From an optimization exercise on the open Yosys and OpenROAD flow, aimed at a short achievable clock period and few clock cycles; shortcuts taken in it are not production practice. No run shown here included a check of the RTL's function; only the layout flow was run. Power figures rest on the tool's default switching activity, not on a simulated workload.

--- flow/config.mk ---
export PLATFORM = sky130hd
export DESIGN_NAME = l2_top
export DESIGN_NICKNAME = l2_top
export VERILOG_FILES = /design/flow/design.v
export SDC_FILE = /design/flow/constraint.sdc
export NUM_CORES = 4
export LEC_CHECK = 0
export ABC_CLOCK_PERIOD_IN_PS = 3000
export CAP_MARGIN = 20
export CORE_MARGIN = 2
export CORE_UTILIZATION = 40
export SETUP_SLACK_MARGIN = 1.5
export SLEW_MARGIN = 20
--- flow/constraint.sdc ---
create_clock -name core_clock -period 5.0 [get_ports {clk}]
set_input_delay 1.0000 -clock core_clock [delete_from_list [all_inputs] [get_ports {clk}]]
set_output_delay 1.0000 -clock core_clock [all_outputs]
set_load 0.01 [all_outputs]
--- flow/design.v ---
package cache_pkg;
  localparam int DATA_W    = 32;
  localparam int ADDR_W    = 12;
  localparam int INDEX_W   = 4;
  localparam int SETS      = 16;
  localparam int TAG_W     = 8;
  localparam int NUM_PORTS = 2;
  localparam int PORT_W    = 1;
  typedef enum logic [2:0] {
    IDLE,
    CHECK,
    WRITEBACK,
    FETCH,
    FETCH_WAIT
  } ctrl_state_t;
  typedef enum logic {
    OP_READ,
    OP_WRITE
  } mem_op_t;
  typedef struct packed {
    mem_op_t             op;
    logic [ADDR_W-1:0]   addr;
    logic [DATA_W-1:0]   wdata;
  } cache_req_t;
  typedef struct packed {
    logic [DATA_W-1:0]   rdata;
    logic [PORT_W-1:0]   port;
  } cache_resp_t;
  typedef struct packed {
    logic                read;
    logic                write;
    logic [ADDR_W-1:0]   addr;
    logic [DATA_W-1:0]   wdata;
  } mem_req_t;
  typedef struct packed {
    logic                resp;
    logic [DATA_W-1:0]   rdata;
  } mem_resp_t;
endpackage
module l2_lookup (
  input  logic [15:0]  vld0,
  input  logic [15:0]  vld1,
  input  logic [15:0]  dty0,
  input  logic [15:0]  dty1,
  input  logic [15:0]  lru,
  input  logic [127:0] tg0,
  input  logic [127:0] tg1,
  input  logic [511:0] dat0,
  input  logic [511:0] dat1,
  input  logic [11:0]  addr,
  output logic         h0,
  output logic         h1,
  output logic         vw,
  output logic         vwb,
  output logic [7:0]   vtag,
  output logic [31:0]  d0,
  output logic [31:0]  d1
);
  logic [3:0]  idx;
  logic [7:0]  tag;
  logic [15:0] eq0, eq1;
  logic        v0, v1, dd0, dd1, l;
  logic [7:0]  t0, t1;
  assign idx = addr[3:0];
  assign tag = addr[11:4];
  always_comb begin
    for (int s = 0; s < 16; s++) begin
      eq0[s] = vld0[s] && (tg0[8*s +: 8] == tag);
      eq1[s] = vld1[s] && (tg1[8*s +: 8] == tag);
    end
  end
  assign h0   = eq0[idx];
  assign h1   = eq1[idx];
  assign v0   = vld0[idx];
  assign v1   = vld1[idx];
  assign dd0  = dty0[idx];
  assign dd1  = dty1[idx];
  assign l    = lru[idx];
  assign t0   = tg0[8*idx +: 8];
  assign t1   = tg1[8*idx +: 8];
  assign d0   = dat0[32*idx +: 32];
  assign d1   = dat1[32*idx +: 32];
  assign vw   = !v0 ? 1'b0 : (!v1 ? 1'b1 : l);
  assign vwb  = vw ? (v1 && dd1) : (v0 && dd0);
  assign vtag = vw ? t1 : t0;
endmodule
module l2_core (
  input  logic        clk,
  input  logic        rst,
  input  logic [1:0]  req_valid,
  input  logic [1:0]  req_write,
  input  logic [23:0] req_addr,
  input  logic [63:0] req_wdata,
  output logic [1:0]  resp_valid,
  output logic [31:0] resp_rdata,
  output logic        resp_port,
  output logic        mem_read,
  output logic        mem_write,
  output logic [11:0] mem_addr,
  output logic [31:0] mem_wdata,
  input  logic        mem_resp,
  input  logic [31:0] mem_rdata
);
  logic [15:0]  vld0, vld1, dty0, dty1, lru;
  logic [127:0] tg0, tg1;
  logic [511:0] dat0, dat1;
  logic         pu_v, pu_hit, pu_way, pu_w;
  logic [3:0]   pu_idx;
  logic [7:0]   pu_tag;
  logic         pw_v, pw_way;
  logic [3:0]   pw_idx;
  logic [31:0]  pw_dat;
  logic [1:0]  o;          
  logic [1:0]  c;          
  logic [11:0] a  [2];
  logic [1:0]  w;
  logic [31:0] d  [2];
  logic [1:0]  hw;         
  logic [1:0]  rdy;        
  logic [1:0]  wbp, rdp;   
  logic [7:0]  wbt [2];
  logic [31:0] wbd [2];
  logic        lastp;      
  logic        ord;        
  logic        cur;        
  logic [1:0]  rv_q;       
  logic [1:0]  frd_q;      
  logic        fsel_q;     
  logic        rp_q;
  logic [31:0] rd_q;
  assign resp_valid = rv_q | (frd_q & {2{mem_resp}});
  assign resp_rdata = fsel_q ? mem_rdata : rd_q;
  assign resp_port  = rp_q;
  logic [1:0]  ih0, ih1, ivw, ivwb, sh0, sh1, svw, svwb;
  logic [7:0]  ivtag [2];
  logic [7:0]  svtag [2];
  logic [31:0] id0 [2];
  logic [31:0] id1 [2];
  logic [31:0] sd0 [2];
  logic [31:0] sd1 [2];
  logic [31:0] fd0 [2];    
  logic [31:0] fd1 [2];
  for (genvar g = 0; g < 2; g++) begin : g_lk
    l2_lookup lk_in (
      .vld0 (vld0), .vld1 (vld1), .dty0 (dty0), .dty1 (dty1), .lru (lru),
      .tg0  (tg0),  .tg1  (tg1),  .dat0 (dat0), .dat1 (dat1),
      .addr (req_addr[12*g +: 12]),
      .h0 (ih0[g]), .h1 (ih1[g]), .vw (ivw[g]), .vwb (ivwb[g]), .vtag (ivtag[g]),
      .d0 (id0[g]), .d1 (id1[g])
    );
    l2_lookup lk_slot (
      .vld0 (vld0), .vld1 (vld1), .dty0 (dty0), .dty1 (dty1), .lru (lru),
      .tg0  (tg0),  .tg1  (tg1),  .dat0 (dat0), .dat1 (dat1),
      .addr (a[g]),
      .h0 (sh0[g]), .h1 (sh1[g]), .vw (svw[g]), .vwb (svwb[g]), .vtag (svtag[g]),
      .d0 (sd0[g]), .d1 (sd1[g])
    );
  end
  logic [1:0]  arr, lw, unc;
  logic [11:0] la   [2];
  logic [31:0] ld   [2];
  logic [3:0]  lidx [2];
  logic [1:0]  h0, h1, hit, vw, vwb, way;
  logic [7:0]  vtag [2];
  logic [31:0] vdat [2];
  logic [31:0] ld0  [2];
  logic [31:0] ld1  [2];
  logic [31:0] hdat [2];
  logic [31:0] cdat [2];
  logic [1:0]  fill, emit, ready, first, second, pend, com, iss;
  logic [1:0]  dF, dS, dN, dec;
  logic        free, comN, issN, fany;
  logic [31:0] fval;
  logic        fway;
  logic [3:0]  fidx;
  always_comb begin
    for (int p = 0; p < 2; p++) begin
      arr[p]  = req_valid[p];
      la[p]   = arr[p] ? req_addr[12*p +: 12]  : a[p];
      lw[p]   = arr[p] ? req_write[p]          : w[p];
      ld[p]   = arr[p] ? req_wdata[32*p +: 32] : d[p];
      unc[p]  = arr[p] || (o[p] && !c[p]);
      lidx[p] = la[p][3:0];
      h0[p]   = arr[p] ? ih0[p]   : sh0[p];
      h1[p]   = arr[p] ? ih1[p]   : sh1[p];
      vw[p]   = arr[p] ? ivw[p]   : svw[p];
      vwb[p]  = arr[p] ? ivwb[p]  : svwb[p];
      vtag[p] = arr[p] ? ivtag[p] : svtag[p];
      ld0[p]  = (pw_v && !pw_way && pw_idx == lidx[p]) ? pw_dat : (arr[p] ? id0[p] : sd0[p]);
      ld1[p]  = (pw_v &&  pw_way && pw_idx == lidx[p]) ? pw_dat : (arr[p] ? id1[p] : sd1[p]);
      fd0[p]  = (pw_v && !pw_way && pw_idx == a[p][3:0]) ? pw_dat : sd0[p];
      fd1[p]  = (pw_v &&  pw_way && pw_idx == a[p][3:0]) ? pw_dat : sd1[p];
      vdat[p] = vw[p] ? ld1[p] : ld0[p];
      hit[p]  = h0[p] || h1[p];
      way[p]  = hit[p] ? h1[p] : vw[p];
    end
  end
  assign free = !(mem_read || mem_write) || mem_resp;
  always_comb begin
    for (int p = 0; p < 2; p++) begin
      fill[p]   = mem_resp && mem_read && (cur == p[0]);
      emit[p]   = mem_resp && frd_q[p];
      ready[p]  = rdy[p] || fill[p];
      first[p]  = c[p] && (!c[1-p] || ord == p[0]);
      second[p] = c[p] && c[1-p] && ord != p[0];
      pend[p]   = wbp[p] || rdp[p];
    end
    for (int p = 0; p < 2; p++) begin
      com[p] = unc[p] && !(pu_v && pu_idx == lidx[p]) &&
               (c[1-p] || !(lastp == p[0] && unc[1-p]));
    end
    comN = |com;
    fany = |fill;
    fway = fill[1] ? hw[1] : hw[0];
    fidx = fill[1] ? a[1][3:0] : a[0][3:0];
    fval = (fill[1] ? w[1] : w[0]) ? (fill[1] ? d[1] : d[0]) : mem_rdata;
    for (int p = 0; p < 2; p++) begin
      hdat[p] = (fany && fidx == lidx[p] && fway == h1[p]) ? fval :
                (h1[p] ? ld1[p] : ld0[p]);
      cdat[p] = (fany && fidx == a[p][3:0] && fway == hw[p]) ? fval :
                (hw[p] ? fd1[p] : fd0[p]);
    end
    for (int p = 0; p < 2; p++) begin
      dF[p] = first[p] && ready[p] && !emit[p];
      dS[p] = second[p] && emit[1-p] && rdy[p];
      dN[p] = com[p] && hit[p] &&
              (!c[1-p] || emit[1-p] ||
               (!ready[1-p] && a[1-p][3:0] != lidx[p] && lastp != p[0]));
      dec[p] = dF[p] || dS[p] || dN[p];
      iss[p] = free && pend[p] && (first[p] || (second[p] && !pend[1-p]));
    end
    issN = free && comN && !(|(c & pend));
  end
  logic       mr_d, mw_d, cur_d;
  always_comb begin
    mr_d  = mem_read && !mem_resp;
    mw_d  = mem_write && !mem_resp;
    cur_d = cur;
    if (free) begin
      mr_d = 1'b0;
      mw_d = 1'b0;
      if (|iss) begin
        cur_d = iss[1];
        mw_d  = iss[1] ? wbp[1] : wbp[0];
        mr_d  = !mw_d;
      end
      else if (issN) begin
        cur_d = com[1];
        mw_d  = com[1] ? (!hit[1] && vwb[1]) : (!hit[0] && vwb[0]);
        mr_d  = com[1] ? (!hit[1] && !vwb[1]) : (!hit[0] && !vwb[0]);
      end
    end
  end
  always_ff @(posedge clk) begin
    if (rst) begin
      o         <= '0;
      c         <= '0;
      rdy       <= '0;
      wbp       <= '0;
      rdp       <= '0;
      lastp     <= 1'b1;
      ord       <= 1'b0;
      rv_q      <= '0;
      frd_q     <= '0;
      mem_read  <= 1'b0;
      mem_write <= 1'b0;
      pu_v      <= 1'b0;
      pw_v      <= 1'b0;
      vld0      <= '0;
      vld1      <= '0;
      dty0      <= '0;
      dty1      <= '0;
      lru       <= '0;
    end
    else begin
      rv_q      <= dec;
      frd_q[0]  <= !(|dec) && mr_d && !cur_d;
      frd_q[1]  <= !(|dec) && mr_d && cur_d;
      mem_read  <= mr_d;
      mem_write <= mw_d;
      pu_v      <= comN;
      pw_v      <= |(dec & lw & ~fill);
      if (pu_v) begin
        lru[pu_idx] <= ~pu_way;
        if (pu_hit) begin
          if (pu_w) begin
            if (pu_way) dty1[pu_idx] <= 1'b1;
            else        dty0[pu_idx] <= 1'b1;
          end
        end
        else begin
          if (pu_way) begin
            vld1[pu_idx] <= 1'b1;
            dty1[pu_idx] <= pu_w;
          end
          else begin
            vld0[pu_idx] <= 1'b1;
            dty0[pu_idx] <= pu_w;
          end
        end
      end
      for (int p = 0; p < 2; p++) begin
        if (arr[p]) begin
          o[p] <= 1'b1;
        end
        if (com[p]) begin
          c[p]   <= 1'b1;
          rdy[p] <= hit[p];
          wbp[p] <= !hit[p] && vwb[p];
          rdp[p] <= !hit[p];
          ord    <= ~p[0];
        end
        if (fill[p]) begin
          rdy[p] <= 1'b1;
        end
      end
      for (int p = 0; p < 2; p++) begin
        if (emit[p]) begin
          o[p]  <= 1'b0;
          c[p]  <= 1'b0;
          rdy[p] <= 1'b0;
          lastp <= p[0];
        end
      end
      for (int p = 0; p < 2; p++) begin
        if (dec[p]) begin
          o[p]  <= 1'b0;
          c[p]  <= 1'b0;
          rdy[p] <= 1'b0;
          lastp <= p[0];
        end
      end
      if (free) begin
        if (|iss) begin
          for (int p = 0; p < 2; p++) begin
            if (iss[p]) begin
              if (wbp[p]) wbp[p] <= 1'b0;
              else        rdp[p] <= 1'b0;
            end
          end
        end
        else if (issN) begin
          for (int p = 0; p < 2; p++) begin
            if (com[p]) begin
              if (vwb[p]) wbp[p] <= 1'b0;
              else        rdp[p] <= 1'b0;
            end
          end
        end
      end
    end
  end
  always_ff @(posedge clk) begin
    cur    <= cur_d;
    if (pu_v && !pu_hit) begin
      if (pu_way) tg1[8*pu_idx +: 8] <= pu_tag;
      else        tg0[8*pu_idx +: 8] <= pu_tag;
    end
    pu_idx <= com[1] ? lidx[1] : lidx[0];
    pu_hit <= com[1] ? hit[1] : hit[0];
    pu_way <= com[1] ? way[1] : way[0];
    pu_w   <= com[1] ? lw[1] : lw[0];
    pu_tag <= com[1] ? la[1][11:4] : la[0][11:4];
    for (int p = 0; p < 2; p++) begin
      if (arr[p]) begin
        a[p] <= req_addr[12*p +: 12];
        w[p] <= req_write[p];
        d[p] <= req_wdata[32*p +: 32];
      end
      if (com[p]) begin
        hw[p]  <= way[p];
        wbt[p] <= vtag[p];
        wbd[p] <= vdat[p];
      end
    end
    if (free) begin
      if (|iss) begin
        for (int p = 0; p < 2; p++) begin
          if (iss[p]) begin
            mem_addr  <= wbp[p] ? {wbt[p], a[p][3:0]} : a[p];
            mem_wdata <= wbd[p];
          end
        end
      end
      else begin
        for (int p = 0; p < 2; p++) begin
          if (com[p]) begin
            mem_addr  <= vwb[p] ? {vtag[p], lidx[p]} : la[p];
            mem_wdata <= vdat[p];
          end
        end
      end
    end
    rp_q   <= cur_d;
    rd_q   <= cur_d ? d[1] : d[0];
    fsel_q <= !(|dec) && !(cur_d ? w[1] : w[0]);
    for (int p = 0; p < 2; p++) begin
      if (dec[p]) begin
        rp_q <= p[0];
        if (dN[p])
          rd_q <= lw[p] ? ld[p] : hdat[p];
        else
          rd_q <= w[p] ? d[p] : (fill[p] ? mem_rdata : cdat[p]);
      end
    end
    pw_idx <= dec[1] ? lidx[1] : lidx[0];
    pw_dat <= dec[1] ? ld[1] : ld[0];
    pw_way <= dec[1] ? (dN[1] ? h1[1] : hw[1]) : (dN[0] ? h1[0] : hw[0]);
    if (pw_v) begin
      if (pw_way) dat1[32*pw_idx +: 32] <= pw_dat;
      else        dat0[32*pw_idx +: 32] <= pw_dat;
    end
    for (int p = 0; p < 2; p++) begin
      if (fill[p]) begin
        if (hw[p]) dat1[32*a[p][3:0] +: 32] <= w[p] ? d[p] : mem_rdata;
        else       dat0[32*a[p][3:0] +: 32] <= w[p] ? d[p] : mem_rdata;
      end
    end
  end
endmodule
module l2_top (
  input  logic        clk,
  input  logic        rst,
  input  logic [1:0]  req_valid,
  input  logic [1:0]  req_write,
  input  logic [23:0] req_addr,
  input  logic [63:0] req_wdata,
  output logic [1:0]  resp_valid,
  output logic [31:0] resp_rdata,
  output logic        resp_port,
  output logic        mem_read,
  output logic        mem_write,
  output logic [11:0] mem_addr,
  output logic [31:0] mem_wdata,
  input  logic        mem_resp,
  input  logic [31:0] mem_rdata
);
  l2_core l2_core_i (
    .clk        (clk),
    .rst        (rst),
    .req_valid  (req_valid),
    .req_write  (req_write),
    .req_addr   (req_addr),
    .req_wdata  (req_wdata),
    .resp_valid (resp_valid),
    .resp_rdata (resp_rdata),
    .resp_port  (resp_port),
    .mem_read   (mem_read),
    .mem_write  (mem_write),
    .mem_addr   (mem_addr),
    .mem_wdata  (mem_wdata),
    .mem_resp   (mem_resp),
    .mem_rdata  (mem_rdata)
  );
endmodule
--- flow/run.sh ---
#!/bin/bash
# synth_recipe.tcl (not shown) runs the flow's synth.tcl, then flattens the netlist and writes it again
# the make line also repeats each setting of config.mk as NAME=value (left out here)
make -C /OpenROAD-flow-scripts/flow DESIGN_CONFIG=/design/flow/config.mk WORK_HOME=/design/flow/orfs CLKGATE_MAP_FILE= SYNTH_SCRIPT=/design/flow/synth_recipe.tcl finish
==> notes.md, run 1 <==
- Status: aborted with a tool error
- Fail Step: global routing (5_1_grt)
- First reported error: [ERROR GRT-0232] Routing congestion too high. Check the congestion heatmap in the GUI.
- Number of cell rows: 221
- Post-synth EDFFs: 382
- Chip Height: 606.6 µm
- Root buffer cell: clkbuf_16
- Die width: 606.6 µm
- Mean Syn Cell Area: 8.479 µm²
- Largest net degree at the start of global routing: 102
- DPL Wire Length: 761.7 mm
- Initial cell density of the core: 0.4013
- GP Congestion: 1.146
- Ys flop type: dfxtp_1
- Clock sink count: 1,683
- Post-synthesis cell count: 17.13k
- Clock buffer depth: 4
- CTS HTree Levels: 4
- Pre-CTS setup slack: -0.4569 ns
- Num CTS Buffers: 209
- Syn Nets: 17.28k
- Hold_buf cts: 0
- Remaining Overflow, GRT: 3
- Post-synthesis sequential area ratio: 0.2583
- # port buffers: 207
- Number of I/O pins: 208
- Global-route total usage across every layer: 0.6426
- Synth Warn #: 38
- Async set-or-reset flop fraction in the synthesized netlist: 0
- Number of synthesized register bits: 1,683
- Cell Area, Synth: 145,300 µm²
- Count of cell types in the netlist: 90
## through the flow
step                std cells  area [µm²]  hold WS [ns]  total power, mW
CTS                     22590      177000        0.5047            89.58
detailed placement      21930      164500        0.4906            71.55
global placement        21920      164400        0.4802            71.11
floorplan               17130      146500        0.4574            50.58
## repair_timing
item / in CTS
gates resized for setup: 512
pin swaps: 62
buffers inserted: 243
endpoints found under the setup margin: 1429
gates cloned: 31
## per-layer routing
layer,GRT overflow,global-route usage
met1,0,0.7127
met2,0,0.7324
met3,2,0.5462
met4,1,0.4846
met5,0,0.3573
## power groups by stage
stage | Combinational (mW) | Clock, mW | Sequential (mW)
after CTS | 46.4 | 16.4 | 26.8
after detailed placement | 44.3 | 0 | 27.3
after global placement | 44.0 | 0 | 27.2
after floorplan | 27.7 | 0 | 22.9
## cell usage after synthesis, drive strengths merged (222+ instances only)
cell | instances | share of area
nand2 | 2776 | 0.072
a21oi | 2018 | 0.070
mux2i | 1455 | 0.10
clkbuf | 1355 | 0.035
dfxtp | 1301 | 0.18
o22ai | 995 | 0.043
mux4 | 984 | 0.15
o21ai | 830 | 0.029
buf | 680 | 0.024
nor2 | 658 | 0.017
xnor2 | 585 | 0.035
xor2 | 485 | 0.029
edfxtp | 382 | 0.079
a221oi | 305 | 0.018
a22oi | 222 | 0.011
## logic make-up after synthesis
logic type               after synthesis  share of synthesized area
XOR/XNOR                            1070                    0.06452
adder cells (fa/ha/maj)               18                   0.001550
buffers and inverters               2157                    0.06201
AO/OA/AOI/OAI                       5212                     0.2187
AND/OR/NAND/NOR                     4337                     0.1253
multiplexers                        2655                     0.2696
flip-flops                          1683                     0.2583
## worst max-delay path by stage
stage	endpoint	slack [ns]
CTS	l2_core_i.mem_addr[10]	0.65
detailed placement	l2_core_i.rd_q[2]	-0.46
global placement	l2_core_i.rd_q[0]	-0.39
floorplan	l2_core_i.mem_addr[7]	0.92
==> run 2, diff against run 1 <==
--- a/flow/design.v
+++ b/flow/design.v
@@ -46,22 +46,15 @@
   input  logic [127:0] tg0,
   input  logic [127:0] tg1,
-  input  logic [511:0] dat0,
-  input  logic [511:0] dat1,
-  input  logic [11:0]  addr,
+  input  logic [15:0]  sel,
+  input  logic [7:0]   tag,
   output logic         h0,
   output logic         h1,
   output logic         vw,
   output logic         vwb,
-  output logic [7:0]   vtag,
-  output logic [31:0]  d0,
-  output logic [31:0]  d1
+  output logic [7:0]   vtag
 );
-  logic [3:0]  idx;
-  logic [7:0]  tag;
   logic [15:0] eq0, eq1;
   logic        v0, v1, dd0, dd1, l;
   logic [7:0]  t0, t1;
-  assign idx = addr[3:0];
-  assign tag = addr[11:4];
   always_comb begin
     for (int s = 0; s < 16; s++) begin
@@ -70,15 +63,19 @@
     end
   end
-  assign h0   = eq0[idx];
-  assign h1   = eq1[idx];
-  assign v0   = vld0[idx];
-  assign v1   = vld1[idx];
-  assign dd0  = dty0[idx];
-  assign dd1  = dty1[idx];
-  assign l    = lru[idx];
-  assign t0   = tg0[8*idx +: 8];
-  assign t1   = tg1[8*idx +: 8];
-  assign d0   = dat0[32*idx +: 32];
-  assign d1   = dat1[32*idx +: 32];
+  always_comb begin
+    h0  = |(eq0 & sel);
+    h1  = |(eq1 & sel);
+    v0  = |(vld0 & sel);
+    v1  = |(vld1 & sel);
+    dd0 = |(dty0 & sel);
+    dd1 = |(dty1 & sel);
+    l   = |(lru & sel);
+    t0  = '0;
+    t1  = '0;
+    for (int s = 0; s < 16; s++) begin
+      t0 = t0 | (tg0[8*s +: 8] & {8{sel[s]}});
+      t1 = t1 | (tg1[8*s +: 8] & {8{sel[s]}});
+    end
+  end
   assign vw   = !v0 ? 1'b0 : (!v1 ? 1'b1 : l);
   assign vwb  = vw ? (v1 && dd1) : (v0 && dd0);
@@ -114,4 +111,5 @@
   logic [1:0]  c;          
   logic [11:0] a  [2];
+  logic [15:0] aoh [2];    
   logic [1:0]  w;
   logic [31:0] d  [2];
@@ -135,24 +133,21 @@
   logic [7:0]  ivtag [2];
   logic [7:0]  svtag [2];
-  logic [31:0] id0 [2];
-  logic [31:0] id1 [2];
-  logic [31:0] sd0 [2];
-  logic [31:0] sd1 [2];
+  logic [31:0] rd0 [2];    
+  logic [31:0] rd1 [2];
   logic [31:0] fd0 [2];    
   logic [31:0] fd1 [2];
+  logic [15:0] roh [2];
   for (genvar g = 0; g < 2; g++) begin : g_lk
     l2_lookup lk_in (
       .vld0 (vld0), .vld1 (vld1), .dty0 (dty0), .dty1 (dty1), .lru (lru),
-      .tg0  (tg0),  .tg1  (tg1),  .dat0 (dat0), .dat1 (dat1),
-      .addr (req_addr[12*g +: 12]),
-      .h0 (ih0[g]), .h1 (ih1[g]), .vw (ivw[g]), .vwb (ivwb[g]), .vtag (ivtag[g]),
-      .d0 (id0[g]), .d1 (id1[g])
+      .tg0  (tg0),  .tg1  (tg1),
+      .sel  (16'b1 << req_addr[12*g +: 4]), .tag (req_addr[12*g+4 +: 8]),
+      .h0 (ih0[g]), .h1 (ih1[g]), .vw (ivw[g]), .vwb (ivwb[g]), .vtag (ivtag[g])
     );
     l2_lookup lk_slot (
       .vld0 (vld0), .vld1 (vld1), .dty0 (dty0), .dty1 (dty1), .lru (lru),
-      .tg0  (tg0),  .tg1  (tg1),  .dat0 (dat0), .dat1 (dat1),
-      .addr (a[g]),
-      .h0 (sh0[g]), .h1 (sh1[g]), .vw (svw[g]), .vwb (svwb[g]), .vtag (svtag[g]),
-      .d0 (sd0[g]), .d1 (sd1[g])
+      .tg0  (tg0),  .tg1  (tg1),
+      .sel  (aoh[g]), .tag (a[g][11:4]),
+      .h0 (sh0[g]), .h1 (sh1[g]), .vw (svw[g]), .vwb (svwb[g]), .vtag (svtag[g])
     );
   end
@@ -187,8 +182,15 @@
       vwb[p]  = arr[p] ? ivwb[p]  : svwb[p];
       vtag[p] = arr[p] ? ivtag[p] : svtag[p];
-      ld0[p]  = (pw_v && !pw_way && pw_idx == lidx[p]) ? pw_dat : (arr[p] ? id0[p] : sd0[p]);
-      ld1[p]  = (pw_v &&  pw_way && pw_idx == lidx[p]) ? pw_dat : (arr[p] ? id1[p] : sd1[p]);
-      fd0[p]  = (pw_v && !pw_way && pw_idx == a[p][3:0]) ? pw_dat : sd0[p];
-      fd1[p]  = (pw_v &&  pw_way && pw_idx == a[p][3:0]) ? pw_dat : sd1[p];
+      roh[p]  = arr[p] ? (16'b1 << req_addr[12*p +: 4]) : aoh[p];
+      rd0[p]  = '0;
+      rd1[p]  = '0;
+      for (int s = 0; s < 16; s++) begin
+        rd0[p] = rd0[p] | (dat0[32*s +: 32] & {32{roh[p][s]}});
+        rd1[p] = rd1[p] | (dat1[32*s +: 32] & {32{roh[p][s]}});
+      end
+      ld0[p]  = (pw_v && !pw_way && pw_idx == lidx[p]) ? pw_dat : rd0[p];
+      ld1[p]  = (pw_v &&  pw_way && pw_idx == lidx[p]) ? pw_dat : rd1[p];
+      fd0[p]  = ld0[p];
+      fd1[p]  = ld1[p];
       vdat[p] = vw[p] ? ld1[p] : ld0[p];
       hit[p]  = h0[p] || h1[p];
@@ -365,4 +367,5 @@
       if (arr[p]) begin
         a[p] <= req_addr[12*p +: 12];
+        aoh[p] <= 16'b1 << req_addr[12*p +: 4];
         w[p] <= req_write[p];
         d[p] <= req_wdata[32*p +: 32];
--- a/flow/config.mk
+++ b/flow/config.mk
@@ -9,5 +9,6 @@
 export CAP_MARGIN = 20
 export CORE_MARGIN = 2
-export CORE_UTILIZATION = 40
-export SETUP_SLACK_MARGIN = 1.5
+export CORE_UTILIZATION = 35
+export SETUP_SLACK_MARGIN = 2.0
 export SLEW_MARGIN = 20
+export TNS_END_PERCENT = 10
==> notes.md, run 2 <==
- Remaining Overflow, GRT: 920
- Initial cell density of the core: 0.3522 (-0.04910)
- Post-synthesis sequential area ratio: 0.3013 (+0.04308)
- Synth top cells by count: a22oi_1, dfxtp_1, clkbuf_1
- First-pass GRT wire length: 1942 mm
- Die width: 605.5 µm (-0.19%)
- Number of I/O pins: 208 (unchanged)
- Largest net degree at the start of global routing: 111
- DPL Wire Length: 879.9 mm (+16%)
- Syn Nets: 15.43k (-11%)
- Most common cell in the synthesized netlist: a22oi_1
- Ys flop type: dfxtp_1
- CTS HTree Levels: 4 (unchanged)
- Cell Area, Synth: 126,600 µm² (-13%)
- Post-synth EDFFs: 382 (unchanged)
- Post-synth top area share: 0.2108 (+0.03145)
- Async set-or-reset flop fraction in the synthesized netlist: 0 (unchanged)
- Number of cell rows: 220 (-0.45%)
- Global-route total usage across every layer: 0.7785
- # port buffers: 207 (unchanged)
- Largest area contributor in the netlist: dfxtp_1
- Hold_buf cts: 0 (unchanged)
- Status: aborted with a tool error
- Number of global-route vias before repair: 177.9k
- Mean Syn Cell Area: 8.284 µm² (-2.3%)
- Synth area leaders: dfxtp_1, a22oi_1, edfxtp_1, a22o_1, xnor2_1
- Chip Height: 605.5 µm (-0.19%)
- Num CTS Buffers: 220 (+5.3%)
- Pre-CTS setup slack: -0.4464 ns (+0.01055 ns)
- Count of cell types in the netlist: 101 (+12%)
- GP Congestion: 1.160 (+1.2%)
- Synth Warn #: 42 (+11%)
- Dpl cell area: 147,000 µm² (-11%)
- Number of synthesized register bits: 1,715 (+1.9%)
- Clock buffer depth: 4 (unchanged)
- Clock sink count: 1,715 (+1.9%)
- Root buffer cell: clkbuf_16
- First reported error: [ERROR GRT-0116] Global routing finished with congestion. Check the congestion regions in the DRC Viewer.
- Post-synthesis cell count: 15.28k (-11%)
- Fail Step: global routing (5_1_grt)
[run 2: cell types whose count changed after synthesis, moves of 981 or more]
cell     before   now
a21oi_1    2018   381
a22o_1      144  1135
a22oi_1     222  1710
mux2i_1    1454   311
mux4_2      984     3
nand2_1    2775  1037
[run 2: per-stage QoR]
step,total power [mW],util,instances
CTS,76.12,0.4597,21210
detailed placement,56.18,0.4088,20170
global placement,56.32,0.4086,20170
floorplan,38.37,-,15280
[run 2: repair_timing]
action | 4_1_cts
gates cloned | 42
resized for setup | 797
setup buffers | 588
endpoints found under the setup margin | 1692
pin swaps | 138
[run 2: worst max path at each step]
stage | cells past startpoint | slack [ns] | end
floorplan | 13 | 1.14 | l2_core_i.rd_q[29]
global placement | 17 | -0.38 | l2_core_i.rd_q[4]
detailed placement | 17 | -0.45 | l2_core_i.rd_q[4]
CTS | 3 | 1.37 | resp_rdata[6]
[run 2: per-layer routing]
layer / GRT usage / overflow
met5: 0.3922 / 0
met4: 0.7426 / 316
met3: 0.6380 / 12
met2: 0.9047 / 585
met1: 0.8086 / 7
[run 2: power groups by stage]
stage	Clock (mW)	Sequential, mW	Combinational [mW]
floorplan	0	21.6	16.8
detailed placement	0	25.8	30.4
CTS	17.9	25.0	33.2
global placement	0	26.1	30.3
[run 2: cells by family after synthesis]
group / after synthesis / share of synthesized area
mux: 659 / 0.05604
fa+ha+maj: 18 / 0.001779
buf+inv: 2074 / 0.06689
flops: 1715 / 0.3013
compound gates: 6268 / 0.3679
simple gates: 3488 / 0.1326
xor+xnor: 1062 / 0.07346
